Source: an optimization exercise on an open RTL-to-GDS flow (aim: small area, a short achievable clock period and few clock cycles). Production flows keep margins and buffers that such runs may drop. RTL that was checked went through simulation tests only; none was proved equivalent to the original. For run 3, only the layout was checked, not whether the RTL still works. Power and IR drop assume default switching activity.

[flow/run.sh]
#!/bin/bash
# Standard ORFS layout; repair_timing aims for extra setup slack
set -euo pipefail
bash standard.sh finish SETUP_SLACK_MARGIN=5.4 > standard.log 2>&1
[standard.sh]
#!/bin/bash
# synth_recipe.tcl (not shown) runs the flow's synth.tcl, then flattens the netlist and writes it again
# the make line also repeats each setting of config.mk as NAME=value (left out here)
make -C /OpenROAD-flow-scripts/flow DESIGN_CONFIG=/design/flow/config.mk WORK_HOME=/design/flow/orfs CLKGATE_MAP_FILE= SYNTH_SCRIPT=/design/flow/synth_recipe.tcl "${@:-finish}"
[config.mk]
export PLATFORM = sky130hd
export DESIGN_NAME = ucode_core
export DESIGN_NICKNAME = ucode_core
export VERILOG_FILES = /design/flow/design.v
export SDC_FILE = /design/flow/constraint.sdc
export NUM_CORES = 4
export LEC_CHECK = 0
export CAP_MARGIN = 20
export CORE_MARGIN = 2
export CORE_UTILIZATION = 55
export CTS_BUF_LIST = sky130_fd_sc_hd__clkbuf_8
export CTS_CLUSTER_DIAMETER = 50
export CTS_CLUSTER_SIZE = 16
export SLEW_MARGIN = 20
[constraint.sdc]
create_clock -name core_clock -period 8.5 [get_ports {clk}]
set_input_delay 1.7000 -clock core_clock [delete_from_list [all_inputs] [get_ports {clk}]]
set_output_delay 1.7000 -clock core_clock [all_outputs]
set_load 0.01 [all_outputs]
[design.v]
`default_nettype none
package ucode_pkg;
    localparam int INSTR_W = 32;
    localparam int REG_AW  = 4;   
    localparam int DATA_W  = 32;
    localparam int IMM_W   = 16;
    localparam int OPC_W   = 7;   
    localparam logic [OPC_W-1:0] OP_MOV  = 7'b0000000;  
    localparam logic [OPC_W-1:0] OP_ADD  = 7'b0110001;  
    localparam logic [OPC_W-1:0] OP_SUB  = 7'b0110010;  
    localparam logic [OPC_W-1:0] OP_MULI = 7'b0111000;  
    localparam logic [OPC_W-1:0] OP_NOP  = 7'b1100100;
    typedef struct packed {
        logic [OPC_W-1:0]                    opcode;
        logic [REG_AW-1:0]                   rd;
        logic [REG_AW-1:0]                   rs1;
        logic [REG_AW-1:0]                   rs2;
        logic [INSTR_W-OPC_W-3*REG_AW-1:0]   spare;  
    } instr_alu_t;
    typedef struct packed {
        logic [OPC_W-1:0]  opcode;
        logic [REG_AW-1:0] rd;
        logic [REG_AW-1:0] rs1;    
        logic              pad;
        logic [IMM_W-1:0]  imm;
    } instr_imm_t;
    typedef union packed {
        instr_alu_t alu;
        instr_imm_t imm;
    } instr_word_u;
endpackage
`default_nettype wire
`timescale 1ns/100ps
`default_nettype none
module ucode_core (
    input  logic                          clk,
    input  logic                          rst,
    input  logic                          in_valid,
    output logic                          in_ready,
    input  logic [ucode_pkg::INSTR_W-1:0] in_instr,
    output logic                          wb_valid,
    input  logic                          wb_ready,
    output logic [ucode_pkg::REG_AW-1:0]  wb_reg,
    output logic [ucode_pkg::DATA_W-1:0]  wb_data
);
    logic [6:0]  in_op;
    logic        dec_mov, dec_sub, dec_muli, dec_real;
    assign in_op = in_instr[31:25];
    always_comb begin
        dec_mov  = 1'b0;
        dec_sub  = 1'b0;
        dec_muli = 1'b0;
        dec_real = 1'b0;
        case (in_op)
            ucode_pkg::OP_MOV: begin
                dec_real = 1'b1;
                dec_mov  = 1'b1;
            end
            ucode_pkg::OP_ADD: dec_real = 1'b1;
            ucode_pkg::OP_SUB: begin
                dec_real = 1'b1;
                dec_sub  = 1'b1;
            end
            ucode_pkg::OP_MULI: begin
                dec_real = 1'b1;
                if (in_instr[15:0] == 16'h0) begin
                    dec_mov  = 1'b1;                     
                end else begin
                    dec_muli = 1'b1;                     
                end
            end
            default: dec_real = 1'b0;                    
        endcase
    end
    logic        skv;
    logic        sk_mov, sk_sub, sk_muli;
    logic [24:0] sk_w;
    logic        irv;
    logic        ir_mov, ir_sub, ir_muli;
    logic [24:0] ir_w;                                   
    logic        ir_ph;                                  
    logic [3:0]  ir_rd, ir_ra, ir_rb;
    assign ir_rd = ir_w[24:21];
    assign ir_ra = ir_w[20:17];                          
    assign ir_rb = ir_w[16:13];                          
    logic        take;
    logic        ir_free;
    logic        d_issue;
    logic        d_last;
    logic        e_fire;
    assign in_ready = !skv;
    assign take     = in_valid && !skv;
    logic        ev;
    logic [3:0]  e_rd;
    logic [31:0] e_a, e_b;
    logic        e_sub;
    assign e_fire  = ev && (!wb_valid || wb_ready);
    assign d_issue = irv && (!ev || e_fire);
    assign d_last  = !ir_muli || (ir_ph && ir_w[15:0] == 16'd1);
    assign ir_free = !irv || (d_issue && d_last);
    always_ff @(posedge clk or posedge rst) begin
        if (rst) begin
            skv   <= 1'b0;
            irv   <= 1'b0;
            ir_ph <= 1'b0;
        end else begin
            if (ir_free) begin
                ir_ph <= 1'b0;
                if (skv) begin
                    irv <= 1'b1;
                    skv <= 1'b0;
                end else begin
                    irv <= take && dec_real;
                end
            end else begin
                if (take && dec_real) skv <= 1'b1;
                if (d_issue) ir_ph <= 1'b1;
            end
        end
    end
    always_ff @(posedge clk) begin
        if (!skv && !ir_free) begin
            sk_mov  <= dec_mov;
            sk_sub  <= dec_sub;
            sk_muli <= dec_muli;
            sk_w    <= in_instr[24:0];
        end
        if (ir_free) begin
            if (skv) begin
                ir_mov  <= sk_mov;
                ir_sub  <= sk_sub;
                ir_muli <= sk_muli;
                ir_w    <= sk_w;
            end else begin
                ir_mov  <= dec_mov;
                ir_sub  <= dec_sub;
                ir_muli <= dec_muli;
                ir_w    <= in_instr[24:0];
            end
        end else if (d_issue && ir_ph) begin
            ir_w[15:0] <= ir_w[15:0] - 16'd1;            
        end
    end
    logic [31:0] rf [16];
    logic [15:0] rv;                                     
    logic [31:0] rd_a, rd_b;
    logic        u_mov;
    logic        fw_a, fw_b;                             
    logic [31:0] e_res;
    logic [31:0] nx_a, nx_b;
    always_comb begin
        rd_a = '0;
        rd_b = '0;
        for (int i = 0; i < 16; i++) begin
            rd_a = rd_a | (rf[i] & {32{rv[i] && ir_ra == 4'(i)}});
            rd_b = rd_b | (rf[i] & {32{rv[i] && ir_rb == 4'(i)}});
        end
    end
    assign u_mov = ir_mov || (ir_muli && !ir_ph);
    assign fw_a  = ev && e_rd == ir_ra;                  
    assign fw_b  = ir_muli || (ev && e_rd == ir_rb);
    assign nx_a  = u_mov ? (ir_muli ? 32'h0 : {16'h0, ir_w[15:0]}) : (fw_a ? e_res : rd_a);
    assign nx_b  = u_mov ? 32'h0 : ((fw_b ? e_res : rd_b) ^ {32{ir_sub}});
    always_ff @(posedge clk or posedge rst) begin
        if (rst) begin
            ev       <= 1'b0;
            rv       <= '0;
            wb_valid <= 1'b0;
        end else begin
            if (d_issue) begin
                ev <= 1'b1;
            end else if (e_fire) begin
                ev <= 1'b0;
            end
            if (wb_ready) begin
                wb_valid <= 1'b0;
            end
            if (e_fire) begin
                rv[e_rd] <= 1'b1;
                wb_valid <= 1'b1;
            end
        end
    end
    always_ff @(posedge clk) begin
        if (d_issue) begin
            e_rd  <= ir_rd;
            e_sub <= ir_sub && !u_mov;
            e_a   <= nx_a;
            e_b   <= nx_b;                               
        end
    end
    logic [31:0] pg_g, pg_p;
    logic [31:0] gg [6];
    logic [31:0] pp [6];
    logic [32:0] cy;
    assign pg_g = e_a & e_b;
    assign pg_p = e_a ^ e_b;
    always_comb begin
        gg[0] = pg_g;
        pp[0] = pg_p;
        gg[0][0] = pg_g[0] | (pg_p[0] & e_sub);          
        for (int l = 0; l < 5; l++) begin
            gg[l+1] = gg[l];
            pp[l+1] = pp[l];
            for (int i = 0; i < 32; i++) begin
                if ((i >> l) & 1) begin
                    gg[l+1][i] = gg[l][i] | (pp[l][i] & gg[l][((i >> l) << l) - 1]);
                    pp[l+1][i] = pp[l][i] & pp[l][((i >> l) << l) - 1];
                end
            end
        end
        cy[0] = e_sub;
        for (int i = 0; i < 32; i++) cy[i+1] = gg[5][i];
    end
    assign e_res = pg_p ^ cy[31:0];
    always_ff @(posedge clk) begin
        if (e_fire) begin
            rf[e_rd] <= e_res;
            wb_reg   <= e_rd;
            wb_data  <= e_res;
        end
    end
endmodule
`default_nettype wire
==> impl_metrics.csv, run 1 <==
group,metric,value,unit
yosys,synth_area_leaders,"edfxtp_1 66%, a22oi_1 8.0%, a22o_1 2.7%",
yosys,synth.largest_area_cell,"edfxtp_1",
pwr,power.total,6.162,mW
final_layout,ff_latch_area,20740,sq um
grt,antenna_found_initial,3,
grt,grt_pass1_vias,22710,
cts,cts.sinks,694,
yosys,synthesis.nets,2323,
worst_setup_path,max_stage_delay,0.54,ns
yosys,synthesis.area,30760,sq um
die,die_w,240.5,microns
pwr,intPower,4.724,mW
cts,numCtsBuffers,71,
final_layout,fill_cells,4093,
worst_setup_path,r2r.worst_path.cells,9,
timing,worst_slew_pin_slew,0.9465,ns
timing,clock_skew,0.03988,ns
timing,period_share,0.3686,
final_layout,synthToLayoutAreaGrowth,15.40,%
cts,cts_hold_buf,0,
pwr,pwr-share-comb,0.028,
worst_setup_path,crit_start,"ir_w[13]$_DFFE_PP_",
worst_setup_path,cp_max_fo,23,
pwr,p_clk_frac,0.364,
worst_setup_path,crit_arrival,3.56,ns
yosys,ys_ff_latch,694,
grt,gr-usage-all-layers,0.3896,
die,start_util,0.5572,
yosys,ys_types,74,
yosys,synth_async_sr_flop_share,0.03026,
timing,finalMaxSlewViolations,0,
worst_setup_path,critPathSlowestCell,"edfxtp_1",
hold_path,whs_path_depth,0,
final_layout,top_register,"rf",
yosys,yosysTopAreaCellShare,0.6570,
worst_setup_path,required,8.92,ns
place,place_inst,2965,
place,dp_hpwl,60500,microns
pwr,switching_power,1.439,mW
grt,grt_max_degree,58,
cts,cts_buffer_depth,3,
detailed_routing,dr.pass1.iters,12,
yosys,ys_warn_count,3,
hold_path,worstHoldStart,"ir_w[24]$_DFFE_PN_",
final_layout,final_cells,3171,
flow_run,drv_cap,0,
yosys,synthCells,2245,
detailed_routing,drc,0,
worst_setup_path,reg2reg_from,"ir_w[13]$_DFFE_PP_",
timing,hold_viol_final,0,
final_layout,mostFrequentLayoutCells,"673 x edfxtp_1, 326 x a22oi_1, 166 x nand2_1",
die,io-pin-count,74,
final_layout,drive_above_1_share,0.1764,
die,rows,86,
timing,final.setup.tns,0,ns
final_layout,final_net_count,2443,
yosys,avgSynthCellArea,13.70,sq um
detailed_routing,wl_per_cell,35.60,microns
detailed_routing,ant_nets,0,
yosys,seq_area_frac_synth,0.6741,
worst_setup_path,end_kind,"flip-flop",
timing,max_freq,319.2,MHz
die,die_h,240.5,microns
place,place_congestion,0.9115,
cts,root_buffer,"clkbuf_8",
cts,path_clk_slew,0.09,ns
final_layout,layout_commonest_cell,"edfxtp_1",
hold_path,hp-class,"reg -> reg",
detailed_routing,drtIter0Drc,4876,
worst_setup_path,cp-start-kind,"flip-flop",
timing,hold_ws,0.4243,ns
timing,setup_viol,0,
grt,overflow,0,
timing,rsz0062_at_grt,"yes",
detailed_routing,via_per_inst,7.376,
pwr,ir_drop,144.5,uV
yosys,ys.flop_type,"edfxtp_1",
cts,worstSkewPairLatency,0.71,ns
detailed_routing,wl,112900,microns
detailed_routing,routed-via-count,23390,
pwr,sw_frac_of_total,0.2335,
pwr,leakage,12.36,nW
pwr,power_per_cell_area,173.6,nW/um^2
place,port_buffers,73,
final_layout,multi_input_area,10160,sq um
pwr,power_frac_seq,0.608,
worst_setup_path,cp.depth,9,
yosys,synth_enable_flop_cells,673,
timing,maxSlewHeadroom,0.3690,
status,status,"finished clean",
cts,cts_tree,"built",
die,core-area,55200,sq um
worst_setup_path,path_class,"reg -> reg",
worst_setup_path,cp_top_family,"simple AND/OR/NAND/NOR gates",
worst_setup_path,path_buf_inv,1,
die,die_area,57830,sq um
worst_setup_path,crit_chain,"and2_1, and3_2, buf_6, a22oi_1, nand2_1, nor4_1, o21ai_0, xnor2_2, nor2_1",
final_layout,design_area,35500,sq um
grt,grt_pass1_wl,158100,microns
timing,period_minus_slack,3.133,ns
final_layout,largest_reg_flops,512,
cts,cts_max_level,3,
place,placed_cell_area,32660,sq um
[cell type report]
class	instances	share of cell area
Tap cell	748	0.02637
Multi-Input combinational cell	1357	0.2862
Clock buffer	75	0.02908
Sequential cell	694	0.5842
Clock inverter	54	0.01255
Timing Repair Buffer	212	0.05735
Inverter	29	0.004124
Antenna cell	2	0.0001410
[Yosys cell counts (40+ instances only)]
cell	n
nor3_1	42
a221oi_1	93
edfxtp_1	673
a22o_1	94
a21oi_1	49
nor2_1	111
nand2_1	169
clkbuf_1	151
o21ai_0	54
and3_1	40
a22oi_1	326
[logic make-up (layout without fill, tap and decap cells)]
logic type               after synthesis  in the layout  share of synthesized area
AO/OA/AOI/OAI                        691            691                     0.1700
flip-flops                           694            694                     0.6741
buffers and inverters                197            370                    0.02477
adder cells (fa/ha/maj)               42             42                    0.01855
other                                  0              2                          0
multiplexers                          36             36                    0.01228
XOR/XNOR                              67             69                    0.01932
AND/OR/NAND/NOR                      518            519                    0.08099
[routing by layer]
layer / wire length, microns / vias up / share of wire / track usage
met5: 66 / - / 0.00058 / 0
met3: 16070 / 509 / 0.14 / 0.1204
met1: 41070 / 11460 / 0.36 / 0.5243
met4: 6527 / 2 / 0.058 / 0.1835
met2: 49160 / 2150 / 0.44 / 0.5803
li1: - / 9271 / - / -
[worst reg2reg max path, cell delays in order (launching register included)]
cell and delay, ns:
edfxtp_1 0.54, and2_1 0.28, and3_2 0.39, buf_6 0.31, a22oi_1 0.23, nand2_1 0.07, nor4_1 0.36, o21ai_0 0.22
xnor2_2 0.40, nor2_1 0.08
[worst paths after layout]
check                                       endpoint  slack (ns)
worst max-delay path            e_b[0]$_SDFFCE_PN0P_        5.37
worst min-delay path               e_rd[3]$_DFFE_PP_        0.42
worst max register to register  e_b[0]$_SDFFCE_PN0P_        5.37
worst min register to register     e_rd[3]$_DFFE_PP_        0.42
max in group asynchronous       wb_valid$_DFFE_PP0P_        6.37
min in group asynchronous          ir_ph$_DFFE_PP0P_        1.53
[per-stage QoR]
step                  util  worst slack (ns)
CTS                 0.6376             5.331
global route        0.6430             5.270
finish              0.6430             5.367
detailed placement  0.5916             3.895
global placement    0.5914             3.965
floorplan                -             5.071
[power groups by stage]
stage / sequential (mW) / clock [mW] / combinational (mW)
after floorplan: 3.82 / 0 / 0.0817
after global placement: 3.83 / 0 / 0.140
after detailed placement: 3.83 / 0 / 0.144
after CTS: 3.75 / 2.27 / 0.161
after global routing: 3.75 / 2.40 / 0.179
final: 3.75 / 2.25 / 0.170
[timing repair]
action / in CTS / in global routing
gates cloned: 3 / 1
pin swaps: 24 / 22
setup buffers: 59 / 12
gates resized for setup: 172 / 75
setup endpoints to repair: 929 / 418
Testbench counts, summed over its fixed seeds: cycles 8,520.
==> inputs of run 2 (changes only) <==
--- a/config.mk
+++ b/config.mk
@@ -9,6 +9,6 @@
 export CORE_MARGIN = 2
 export CORE_UTILIZATION = 55
 export CTS_BUF_LIST = sky130_fd_sc_hd__clkbuf_8
-export CTS_CLUSTER_DIAMETER = 50
+export CTS_CLUSTER_DIAMETER = 60
 export CTS_CLUSTER_SIZE = 16
 export SLEW_MARGIN = 20
==> impl_metrics.csv, run 2 <==
group,metric,value,unit
status,status,"finished clean",
yosys,ys_types,74,
worst_setup_path,max_stage_delay,0.40,ns
grt,grt_use_met3,0.1070,
worst_setup_path,r2r-end,"e_b[27]$_SDFFCE_PN0P_",
timing,final.setup.tns,0,ns
die,start_util,0.5572,
yosys,yosysTopAreaCellShare,0.6570,
hold_path,hp-class,"reg -> reg",
timing,worst_slew_pin_slew,0.9321,ns
grt,gr-usage-all-layers,0.3858,
detailed_routing,wl,112700,microns
pwr,ir_drop,155.7,uV
grt,grt_max_degree,58,
die,die_area,57830,sq um
worst_setup_path,required,6.80,ns
final_layout,multi_input_area,10180,sq um
timing,hold_ws,0.4272,ns
timing,finalMaxSlewViolations,0,
place,place_congestion,0.9115,
yosys,ys.flop_type,"edfxtp_1",
die,rows,86,
worst_setup_path,r2r.worst_path.cells,9,
worst_setup_path,cp_top_family,"flip-flops",
yosys,synth_enable_flop_cells,673,
place,port_buffers,73,
grt,grtUsageMet2,0.5752,
detailed_routing,drtIter0Drc,4787,
yosys,ys_warn_count,3,
final_layout,final_cells,3130,
final_layout,design_area,35160,sq um
hold_path,min_to,"e_rd[3]$_DFFE_PP_",
yosys,synthXorXnorAreaFrac,0.01932,
cts,cts.sinks,694,
die,die_h,240.5,microns
worst_setup_path,critPathSlowestCell,"dfrtp_1",
cts,cts_hold_buf,0,
grt,grt_pass1_vias,22510,
final_layout,mostFrequentLayoutCells,"673 x edfxtp_1, 326 x a22oi_1, 166 x nand2_1",
yosys,synth_top_family_by_area,"compound AO/OA/AOI/OAI gates",
cts,numCtsBuffers,54,
cts,root_buffer,"clkbuf_8",
yosys,yosys-top-cells-count,"673 x edfxtp_1, 326 x a22oi_1, 169 x nand2_1",
timing,rsz0062_at_grt,"yes",
worst_setup_path,end_kind,"primary output",
yosys,synth-adder-area-share,0.01855,
timing,maxSlewHeadroom,0.3786,
place,place_inst,2965,
final_layout,layout_commonest_cell,"edfxtp_1",
cts,worstSkewPairLatency,0.73,ns
die,die_w,240.5,microns
pwr,power_per_cell_area,165.1,nW/um^2
worst_setup_path,cp_max_fo,2,
yosys,muxShareOfSynthArea,0.01228,
worst_setup_path,cp-start-kind,"flip-flop",
grt,antenna_found_initial,2,
hold_path,worstHoldStart,"ir_w[24]$_DFFE_PN_",
timing,setup_viol,0,
worst_setup_path,path_class,"reg -> out",
worst_setup_path,crit_arrival,1.44,ns
timing,period_minus_slack,3.136,ns
cts,cts_max_level,2,
final_layout,top_register,"rf",
die,core-area,55200,sq um
yosys,ys_ff_latch,694,
timing,period_share,0.3690,
worst_setup_path,r2r_slack,5.37,ns
cts,cts_buffer_depth,3,
place,dp_hpwl,60500,microns
final_layout,synthToLayoutAreaGrowth,14.31,%
yosys,synthesis.area,30760,sq um
worst_setup_path,reg2reg_from,"ir_w[14]$_DFFE_PP_",
cts,cts_tree,"built",
timing,clock_skew,0.03588,ns
worst_setup_path,crit_chain,"buf_12, clkinvlp_4, buf_6",
final_layout,fill_cells,4105,
detailed_routing,via_per_inst,7.444,
grt,gr-usage-met1,0.5225,
final_layout,largest_reg_flops,512,
grt,grt_pass1_wl,157000,microns
detailed_routing,routed-via-count,23300,
grt,overflow,0,
final_layout,final_net_count,2427,
place,dp_worst_setup_slack,3.895,ns
yosys,avgSynthCellArea,13.70,sq um
yosys,synth.largest_area_cell,"edfxtp_1",
die,io-pin-count,74,
worst_setup_path,path_buf_inv,3,
cts,path_clk_slew,0.10,ns
pwr,power.total,5.805,mW
grt,busiest_layer,"met2",
pwr,leakage,12.20,nW
final_layout,utilization,0.6370,
detailed_routing,wl_per_cell,36.00,microns
yosys,yosys.area_share.simple,0.08099,
detailed_routing,ant_nets,0,
timing,hold_viol_final,0,
timing,max_freq,318.9,MHz
yosys,synth_most_common_cell,"edfxtp_1",
place,placed_cell_area,32660,sq um
yosys,seq_area_frac_synth,0.6741,
yosys,synth_compound_area_frac,0.1700,
yosys,synth_area_leaders,"edfxtp_1 66%, a22oi_1 8.0%, a22o_1 2.7%",
final_layout,drive_above_1_share,0.1622,
hold_path,whs_path_depth,0,
detailed_routing,drc,0,
timing,timing.final.ws_setup,5.364,ns
detailed_routing,dr.pass1.iters,9,
yosys,synthCells,2245,
final_layout,ff_latch_area,20740,sq um
yosys,synth_async_sr_flop_share,0.03026,
yosys,synthesis.nets,2323,
flow_run,drv_cap,0,
==> run 2: cell types whose count changed in the layout (fill, tap and decap cells not counted), sizes merged <==
cell,previous run,this run
dlygate4sd2,7,8
inv,51,43
bufinv,1,4
xor2,32,33
clkbuf,79,59
clkinvlp,13,5
buf,149,148
and3,44,43
clkinv,18,8
clkdlybuf4s15,16,18
==> run 2: per-layer routing <==
layer  share of wire  vias to the layer above
li1                -                     9194
met2            0.43                     2195
met3            0.14                      543
met5               0                        -
met4           0.061                        0
met1            0.36                    11370
==> run 2: repair_timing <==
item,CTS,global route
setup buffers,50,20
pin swaps,22,28
hold endpoints to repair,0,0
gates resized for setup,175,85
endpoints found under the setup margin,916,491
cloned,3,3
==> run 2: how the worst max path moves through the flow <==
stage | startpoint | endpoint | slack, ns | cells after the start
6_report | skv$_DFFE_PP0P_ | in_ready | 5.36 | 3
5_1_grt | e_b[0]$_SDFFCE_PN0P_ | e_a[31]$_SDFFCE_PN0P_ | 5.30 | 14
4_1_cts | skv$_DFFE_PP0P_ | in_ready | 5.33 | 3
3_5_place_dp | wb_ready | rf[11][29]$_DFFE_PP_ | 3.90 | 7
3_3_place_gp | wb_ready | rf[11][31]$_DFFE_PP_ | 3.96 | 7
2_1_floorplan | wb_ready | rf[8][0]$_DFFE_PP_ | 5.07 | 5
==> run 2: cells by family after synthesis <==
group / after synthesis
buffers and inverters: 197
multiplexers: 36
XOR/XNOR: 67
AND/OR/NAND/NOR: 518
flip-flops: 694
AO/OA/AOI/OAI: 691
adder cells (fa/ha/maj): 42
==> run 2: power breakdown <==
part | switching (mW) | internal [mW] | leakage (nW)
Combinational | 0.101 | 0.0691 | 5.20
Sequential | 0.0144 | 3.73 | 6.42
Clock | 1.14 | 0.751 | 0.581
Total | 1.25 | 4.55 | 12.2
==> run 2: layout make-up <==
type / instances / share of cell area
flip-flops and latches: 694 / 0.5897
diodes: 2 / 0.0001423
repair buffers: 212 / 0.05967
inverters: 29 / 0.004163
clock inverters: 30 / 0.007508
repair inverters: 1 / 0.0003203
multi-input cells: 1357 / 0.2895
clock buffers: 57 / 0.02231
well taps: 748 / 0.02662
==> inputs of run 3 (changes only) <==
--- a/design.v
+++ b/design.v
@@ -192,13 +192,12 @@
     logic [31:0] pg_g, pg_p;
     logic [31:0] gg [6];
     logic [31:0] pp [6];
-    logic [32:0] cy;
+    logic [31:0] cy0, cy1;                               
     assign pg_g = e_a & e_b;
     assign pg_p = e_a ^ e_b;
     always_comb begin
         gg[0] = pg_g;
         pp[0] = pg_p;
-        gg[0][0] = pg_g[0] | (pg_p[0] & e_sub);          
         for (int l = 0; l < 5; l++) begin
             gg[l+1] = gg[l];
             pp[l+1] = pp[l];
@@ -209,10 +208,10 @@
                 end
             end
         end
-        cy[0] = e_sub;
-        for (int i = 0; i < 32; i++) cy[i+1] = gg[5][i];
-    end
-    assign e_res = pg_p ^ cy[31:0];
+    end
+    assign cy0   = {gg[5][30:0], 1'b0};
+    assign cy1   = cy0 | {pp[5][30:0], 1'b1};
+    assign e_res = e_sub ? (pg_p ^ cy1) : (pg_p ^ cy0);
     always_ff @(posedge clk) begin
         if (e_fire) begin
             rf[e_rd] <= e_res;
--- a/config.mk
+++ b/config.mk
@@ -8,7 +8,6 @@
 export CAP_MARGIN = 20
 export CORE_MARGIN = 2
 export CORE_UTILIZATION = 55
-export CTS_BUF_LIST = sky130_fd_sc_hd__clkbuf_8
 export CTS_CLUSTER_DIAMETER = 60
-export CTS_CLUSTER_SIZE = 16
+export CTS_CLUSTER_SIZE = 22
 export SLEW_MARGIN = 20
==> impl_metrics.csv, run 3 <==
group,metric,value,unit
detailed_routing,routed-via-count,23490,
yosys,synth_async_sr_flop_share,0.03026,
detailed_routing,ant_nets,0,
final_layout,fill_cells,4079,
yosys,synth_compound_area_frac,0.1733,
final_layout,design_area,35980,sq um
place,place_congestion,0.9267,
yosys,yosys-top-cells-count,"673 x edfxtp_1, 320 x a22oi_1, 180 x nand2_1",
yosys,synthesis.nets,2359,
worst_setup_path,path_class,"in -> reg",
worst_setup_path,cp-start-kind,"primary input",
place,dp_worst_setup_slack,3.823,ns
yosys,ys.flop_type,"edfxtp_1",
timing,clock_skew,0.04298,ns
yosys,synthesis.area,30960,sq um
yosys,synth_enable_flop_cells,673,
final_layout,n_antenna_cell,0,
cts,cts_tree,"built",
cts,root_buffer,"clkbuf_16",
grt,antenna_found_initial,0,
place,dp_hpwl,59670,microns
status,status,"finished clean",
flow_run,drv_cap,0,
timing,hold_viol_final,0,
worst_setup_path,required,8.74,ns
timing,finalMaxSlewViolations,0,
timing,timing.final.ws_setup,5.299,ns
detailed_routing,wl_per_cell,36.00,microns
final_layout,multi_input_area,10360,sq um
yosys,synthXorXnorAreaFrac,0.01976,
yosys,synth_most_common_cell,"edfxtp_1",
detailed_routing,wl,114200,microns
yosys,ys_ff_latch,694,
die,die_area,58210,sq um
yosys,synth.largest_area_cell,"edfxtp_1",
worst_setup_path,end_kind,"flip-flop",
die,core-area,55420,sq um
yosys,seq_area_frac_synth,0.6697,
timing,hold_ws,0.4236,ns
yosys,ys_types,75,
pwr,power.total,6.533,mW
final_layout,ff_latch_area,20740,sq um
worst_setup_path,crit_arrival,3.44,ns
grt,overflow,0,
detailed_routing,dr.pass1.iters,12,
pwr,leakage,12.60,nW
pwr,power_per_cell_area,181.6,nW/um^2
final_layout,mostFrequentLayoutCells,"673 x edfxtp_1, 320 x a22oi_1, 177 x nand2_1",
yosys,avgSynthCellArea,13.56,sq um
pwr,ir_drop,182.6,uV
die,die_w,241.3,microns
cts,numCtsBuffers,50,
grt,grt_max_degree,61,
grt,grt_pass1_wl,159000,microns
yosys,synth_top_family_by_area,"compound AO/OA/AOI/OAI gates",
detailed_routing,drtIter0Drc,4155,
timing,period_share,0.3766,
timing,maxSlewHeadroom,0.3396,
die,die_h,241.3,microns
yosys,yosys.area_share.simple,0.08515,
timing,period_minus_slack,3.201,ns
cts,path_clk_slew,0.08,ns
grt,gr-usage-all-layers,0.3896,
final_layout,utilization,0.6492,
yosys,yosysTopAreaCellShare,0.6527,
worst_setup_path,cp_max_fo,32,
die,rows,86,
timing,rsz0062_at_grt,"yes",
timing,worst_slew_pin_slew,0.9857,ns
cts,worstSkewPairLatency,0.65,ns
detailed_routing,drc,0,
place,place_inst,3013,
yosys,synthCells,2284,
yosys,synth-adder-area-share,0.01576,
cts,cts_max_level,2,
hold_path,hp-class,"reg -> reg",
cts,cts_buffer_depth,3,
yosys,synth_area_leaders,"edfxtp_1 65%, a22oi_1 7.8%, a221oi_1 2.7%",
timing,max_freq,312.4,MHz
timing,final.setup.tns,0,ns
final_layout,final_cells,3173,
yosys,muxShareOfSynthArea,0.01220,
final_layout,final_net_count,2462,
yosys,ys_warn_count,3,
final_layout,drive_above_1_share,0.1670,
cts,cts.sinks,694,
final_layout,top_register,"rf",
timing,setup_viol,0,
place,port_buffers,73,
final_layout,synthToLayoutAreaGrowth,16.20,%
detailed_routing,via_per_inst,7.404,
die,io-pin-count,74,
final_layout,largest_reg_flops,512,
die,start_util,0.5587,
final_layout,layout_commonest_cell,"edfxtp_1",
grt,grt_pass1_vias,22640,
place,placed_cell_area,32780,sq um
-- run 3: changes by cell type after synthesis, moves of 7 or more --
cell	change
nand2_1	+11
clkbuf_1	-8
inv_1	-9
xor2_1	+9
nor2_1	+16
and2_1	+8
buf_2	+7
xnor2_1	-7
-- run 3: layout make-up --
type                       count  share of cell area
clock inverter                36             0.01179
clock buffer                  54             0.03697
multi-input combinational   1406              0.2880
tap                          748             0.02601
timing repair inverter         2           0.0009042
sequential                   694              0.5764
timing repair buffer         213             0.05711
inverter                      20            0.002887
-- run 3: report_power, final --
part           internal, mW  total (mW)  switching, mW  leakage, nW
combinational        0.0688       0.183          0.114         5.32
clock                  1.28        2.60           1.32        0.857
sequential             3.73        3.75         0.0131         6.42
total                  5.09        6.53           1.45         12.6
-- run 3: repair_timing --
item	CTS	global route
cloned	7	3
setup buffers	29	30
resized for setup	123	80
hold buffers	0	0
pin swaps	12	16
endpoints found under the setup margin	683	322
-- run 3: layer usage --
| metal | routed length [microns] | track usage | share of wire |
|---|---|---|---|
| met5 | 0 | 0 | 0 |
| met4 | 9640 | 0.2710 | 0.084 |
| met3 | 15550 | 0.09925 | 0.14 |
| met2 | 48140 | 0.5638 | 0.42 |
| met1 | 40890 | 0.5183 | 0.36 |
-- run 3: cell families (layout without fill, tap and decap cells) --
kind of cell,Yosys count,after routing
multiplexers,36,36
flip-flops,694,694
adder cells (fa/ha/maj),39,39
AND/OR/NAND/NOR,552,557
AO/OA/AOI/OAI,705,705
buffers and inverters,189,325
XOR/XNOR,69,69
-- run 3: worst paths after layout --
path | start | end | slack, ns | cells past startpoint
min in group asynchronous | rst | rv[15]$_DFFE_PP0P_ | 1.53 | 2
hold reg to reg | ir_w[21]$_DFFE_PN_ | e_rd[0]$_DFFE_PP_ | 0.42 | 0
hold / removal | ir_w[21]$_DFFE_PN_ | e_rd[0]$_DFFE_PP_ | 0.42 | 0
setup reg to reg | ir_w[19]$_DFFE_PN_ | e_a[9]$_DFFE_PP_ | 5.40 | 8
setup / recovery | wb_ready | rf[5][4]$_DFFE_PP_ | 5.30 | 5
max in group asynchronous | rst | wb_valid$_DFFE_PP0P_ | 6.40 | 2
-- run 3: critical path, cell delays in order --
cell             delay, ns
clkdlybuf4s50_1       0.52
nand2b_4              0.18
nand2_8               0.10
nor3b_4               0.28
and2_4                0.65

separate check: timing with driven ports:
How much do the figures lean on ideal ports? The routed layouts below were timed once more, with nothing changed but the port constraints.
Step 1 (the two cells are an assumption about what drives the block):
set clk [get_ports {clk}]
set_driving_cell -lib_cell sky130_fd_sc_hd__clkbuf_16 $clk
set_driving_cell -lib_cell sky130_fd_sc_hd__buf_2 [delete_from_list [all_inputs] $clk]
Step 2 also shifts input and output timing later by t, the mid clock arrival at the registers, as if the neighbouring blocks saw the same clock.
Three values: no drivers, after step 1, after step 2; two values: the first two.
run | shift t [ns] | setup slack, ns | hold WS [ns] | worst setup path at the end
run 1 | 0.748 | 5.367 / 5.350 / 4.642 | 0.424 / 0.424 / 0.424 | input to register
run 2 | 0.769 | 5.364 / 5.307 / 4.664 | 0.427 / 0.427 / 0.427 | input to register
run 3 | 0.687 | 5.299 / 5.338 / 4.651 | 0.424 / 0.424 / 0.424 | input to register
After both steps every run listed still meets setup and hold. The setup slack of run 1, which loses most, moves by -0.017 ns with the drivers and by -0.725 ns with both steps.
